What follows belongs to an exercise in optimizing a design on an open flow for small area, a short achievable clock period and few clock cycles per item; a production flow would make more cautious choices. In this exercise RTL edits were held to simulation tests only and were not proved equivalent to the original. Power figures rest on the tool's default switching activity, not on a simulated workload.

==> flow/design.v <==
`timescale 1ns/10ps
`default_nettype none
module rv_exec_core #(
    parameter int NUM_REGS = 32
) (
    input  logic        clk,
    input  logic        rst_n,
    input  logic [31:0] instr,
    input  logic        instr_req,
    input  logic        result_ack,
    output logic        instr_ack,
    output logic        result_req,
    output logic [4:0]  result_rd,
    output logic [31:0] result_data,
    output logic        result_illegal
);
    localparam logic [6:0] OPC_OP_IMM = 7'b0010011;
    localparam logic [6:0] OPC_OP     = 7'b0110011;
    localparam logic [6:0] OPC_LUI    = 7'b0110111;
    function automatic logic [31:1] onehot(input logic [4:0] r);
        for (int i = 1; i < 32; i++)
            onehot[i] = (r == 5'(i));
    endfunction
    function automatic logic [31:0] rev32(input logic [31:0] x);
        for (int i = 0; i < 32; i++)
            rev32[i] = x[31 - i];
    endfunction
    logic [31:7] ir;
    logic [2:0]  ir_cls;        
    logic        ir_valid;
    logic        ir_ph;         
    logic [31:1] rsel;          
    logic        fwd_out;       
    logic [31:0] op1;
    logic [31:0] op2;
    logic        fwd1;          
    logic        ex_valid;
    logic [4:0]  ex_rd;
    logic        ex_we;
    logic        ex_ill;
    logic        ex_sra;
    logic        s_add, s_sub, s_cmp, s_xor, s_or, s_and, s_srl, s_sll;
    logic        out_pend;      
    logic        out_we;        
    logic        rf_clr;        
    logic [31:0] regs [1:31];
    logic ir_free, accept, p0, p1, ex_go, have;
    assign ir_free = !ir_valid || ir_ph;
    assign accept  = ir_free && instr_req && !instr_ack;
    assign p0      = ir_valid && !ir_ph && (!ex_valid || ex_go);
    assign p1      = ir_valid && ir_ph;
    assign ex_go   = ex_valid && !result_req && !out_pend;
    assign have    = ex_go || out_pend;
    always_ff @(posedge clk) begin
        if (!rst_n) begin
            instr_ack  <= 1'b0;
            ir_valid   <= 1'b0;
            ex_valid   <= 1'b0;
            result_req <= 1'b0;
            out_pend   <= 1'b0;
            out_we     <= 1'b0;
        end else begin
            if (accept)
                instr_ack <= 1'b1;
            else if (!instr_req)
                instr_ack <= 1'b0;
            if (ir_free)
                ir_valid <= accept;
            if (p1)
                ex_valid <= 1'b1;
            else if (ex_go)
                ex_valid <= 1'b0;
            if (result_req)
                result_req <= !result_ack;
            else
                result_req <= have && !result_ack;
            out_pend <= have && result_ack;
            if (ex_go)
                out_we <= ex_we;
        end
    end
    always_ff @(posedge clk) begin
        if (ir_free) begin
            ir     <= instr[31:7];
            ir_cls <= {instr[6:0] == OPC_OP, instr[6:0] == OPC_OP_IMM, instr[6:0] == OPC_LUI};
            ir_ph <= 1'b0;
        end else if (p0) begin
            ir_ph <= 1'b1;
        end
        if (ir_free || p0)
            rsel <= fwd_nx ? 31'd0 : onehot(raddr_nx);
    end
    logic [31:0] rf_q;
    logic [31:0] rdata;
    logic [31:1] wsel;
    logic [31:0] wdata;
    always_comb begin
        rf_q = 32'd0;
        for (int i = 1; i < 32; i++)
            rf_q = rf_q | (regs[i] & {32{rsel[i]}});
    end
    assign rdata = rf_q | (result_data & {32{fwd_out}});
    assign wsel  = out_we ? onehot(result_rd) : 31'd0;
    assign wdata = result_data & {32{!rf_clr}};
    always_ff @(posedge clk) begin
        rf_clr <= !rst_n;
        for (int i = 1; i < 32; i++)
            if (wsel[i] || rf_clr)
                regs[i] <= wdata;
    end
    logic [4:0] raddr_nx;
    logic       fwd_nx;
    logic [4:0] out_rd_nx;
    logic       out_we_nx;
    assign raddr_nx  = ir_free ? instr[19:15] : p0 ? ir[24:20] : ir[19:15];
    assign out_rd_nx = ex_go ? ex_rd : result_rd;
    assign out_we_nx = rst_n && (ex_go ? ex_we : out_we);
    assign fwd_nx    = out_we_nx && (out_rd_nx == raddr_nx);
    always_ff @(posedge clk)
        fwd_out <= fwd_nx;
    logic [2:0]  f3;
    logic [6:0]  f7;
    logic        is_op, is_opimm, is_lui;
    logic        f7_base, f7_alt;
    logic        legal;
    logic        alu_i;         
    logic        alt;
    logic        is_sub, is_slt, is_sltu;
    logic [31:0] imm;
    logic [31:0] src1;
    logic [31:0] src2;
    assign f3       = ir[14:12];
    assign f7       = ir[31:25];
    assign {is_op, is_opimm, is_lui} = ir_cls;
    assign f7_base  = (f7 == 7'b0000000);
    assign f7_alt   = (f7 == 7'b0100000);
    always_comb begin
        legal = 1'b0;
        if (is_lui)
            legal = 1'b1;
        else if (is_opimm)
            legal = (f3 == 3'b001) ? f7_base :
                    (f3 == 3'b101) ? (f7_base || f7_alt) : 1'b1;
        else if (is_op)
            legal = f7_base || (f7_alt && (f3 == 3'b000 || f3 == 3'b101));
    end
    assign alu_i = legal && !is_lui;
    assign alt  = f7_alt && (is_op || f3 == 3'b101);
    assign is_sub  = alu_i && f3 == 3'b000 && is_op && alt;
    assign is_slt  = alu_i && f3 == 3'b010;
    assign is_sltu = alu_i && f3 == 3'b011;
    assign imm  = is_lui ? {ir[31:12], 12'd0} : {{20{ir[31]}}, ir[31:20]};
    assign src1 = fwd1 ? result_data : op1;
    assign src2 = is_op ? rdata : imm;
    always_ff @(posedge clk) begin
        if (p0) begin
            op1  <= rdata;
            fwd1 <= ex_valid && ex_we && (ex_rd == ir[19:15]);
        end else if (p1) begin
            if (!alu_i)
                op1 <= 32'd0;
            else if (f3 == 3'b001)
                op1 <= rev32(src1);
            else if (is_sub || is_sltu)
                op1 <= ~src1;
            else if (is_slt)
                op1 <= {src1[31], ~src1[30:0]};
            else
                op1 <= src1;
        end
    end
    always_ff @(posedge clk) begin
        if (p1) begin
            op2    <= {src2[31] ^ is_slt, src2[30:0]};
            ex_rd  <= legal ? ir[11:7] : 5'd0;
            ex_we  <= legal && (ir[11:7] != 5'd0);
            ex_ill <= !legal;
            ex_sra <= alu_i && f3 == 3'b101 && alt;
            s_add  <= is_lui || (alu_i && f3 == 3'b000 && !is_sub);
            s_sub  <= is_sub;
            s_cmp  <= is_slt || is_sltu;
            s_xor  <= alu_i && f3 == 3'b100;
            s_or   <= alu_i && f3 == 3'b110;
            s_and  <= alu_i && f3 == 3'b111;
            s_srl  <= alu_i && f3 == 3'b101;
            s_sll  <= alu_i && f3 == 3'b001;
        end
    end
    logic [32:0] sum;
    logic [31:0] sr;
    logic [31:0] sl;
    logic [31:0] alu;
    assign sum  = {1'b0, op1} + {1'b0, op2};
    assign sr   = 32'($signed({ex_sra & op1[31], op1}) >>> op2[4:0]);
    assign sl   = rev32(sr);
    assign alu = ({32{s_add}} & sum[31:0])
               | ({32{s_sub}} & ~sum[31:0])
               | ({32{s_xor}} & (op1 ^ op2))
               | ({32{s_or}}  & (op1 | op2))
               | ({32{s_and}} & (op1 & op2))
               | ({32{s_srl}} & sr)
               | ({32{s_sll}} & sl)
               | {31'd0, s_cmp & sum[32]};
    always_ff @(posedge clk) begin
        if (ex_go) begin
            result_data    <= alu;
            result_rd      <= ex_rd;
            result_illegal <= ex_ill;
        end
    end
endmodule
`default_nettype wire
Settings: LEC_CHECK=0, ABC_AREA=1, CAP_MARGIN=20, CORE_MARGIN=2, CORE_UTILIZATION=60, CTS_CLUSTER_DIAMETER=100, CTS_CLUSTER_SIZE=26, PLACE_DENSITY=0.75, SETUP_SLACK_MARGIN=4.7, SLEW_MARGIN=20; clock period 7.5 ns.
run.sh (not shown) runs the stock make flow with config.mk's settings and CLKGATE_MAP_FILE= SYNTH_SCRIPT=/design/flow/synth_recipe.tcl, a recipe that flattens the netlist after the stock synthesis.
Testbench counts at the start, summed over its fixed seeds: cycles 94,143, items 32,000.
Next try:
- CORE_UTILIZATION: 60 -> 55
- PLACE_DENSITY: 0.75 -> 0.7
- SETUP_SLACK_MARGIN: 4.7 -> 4.8
What happened: Global-route usage falls by 3.8 points; non-clock buffer count is higher by 3; combinational power came out higher by a few percent; clock skew grows by 0.026 ns; sequential share of layout area is lower by 0.31 points; first-iteration DRC count increases by a few percent; synthesized area stays the same; via count came out lower slightly.

[re-timing with driven ports]
The flow's constraints put no driver on any port. The routed layouts listed below were extracted and timed again, unchanged, in two steps.
Step 1: set_driving_cell puts a clkbuf_16 on clk and a buf_2 on each other input, an assumption about the parent block.
Step 2 moves the port delays by t, midway between the first and last clock arrival at a register: inputs arrive t later, outputs are due t later. That takes back most of the time a late clock gives input paths.
Three values: ideal, step 1, step 2; two values: the first two.
run	t, ns	setup slack, ns	hold WS [ns]	worst data-port slew with drivers (ns)
the first run	0.747	4.556 / 4.481 / 3.976	0.450 / 0.450 / 0.450	0.05
the second run	0.747	4.582 / 4.508 / 4.173	0.452 / 0.452 / 0.452	0.06
After both steps every run listed still meets setup and hold. For the first run, which loses most, drivers alone change the setup slack by -0.075 ns; drivers and shift together by -0.580 ns.
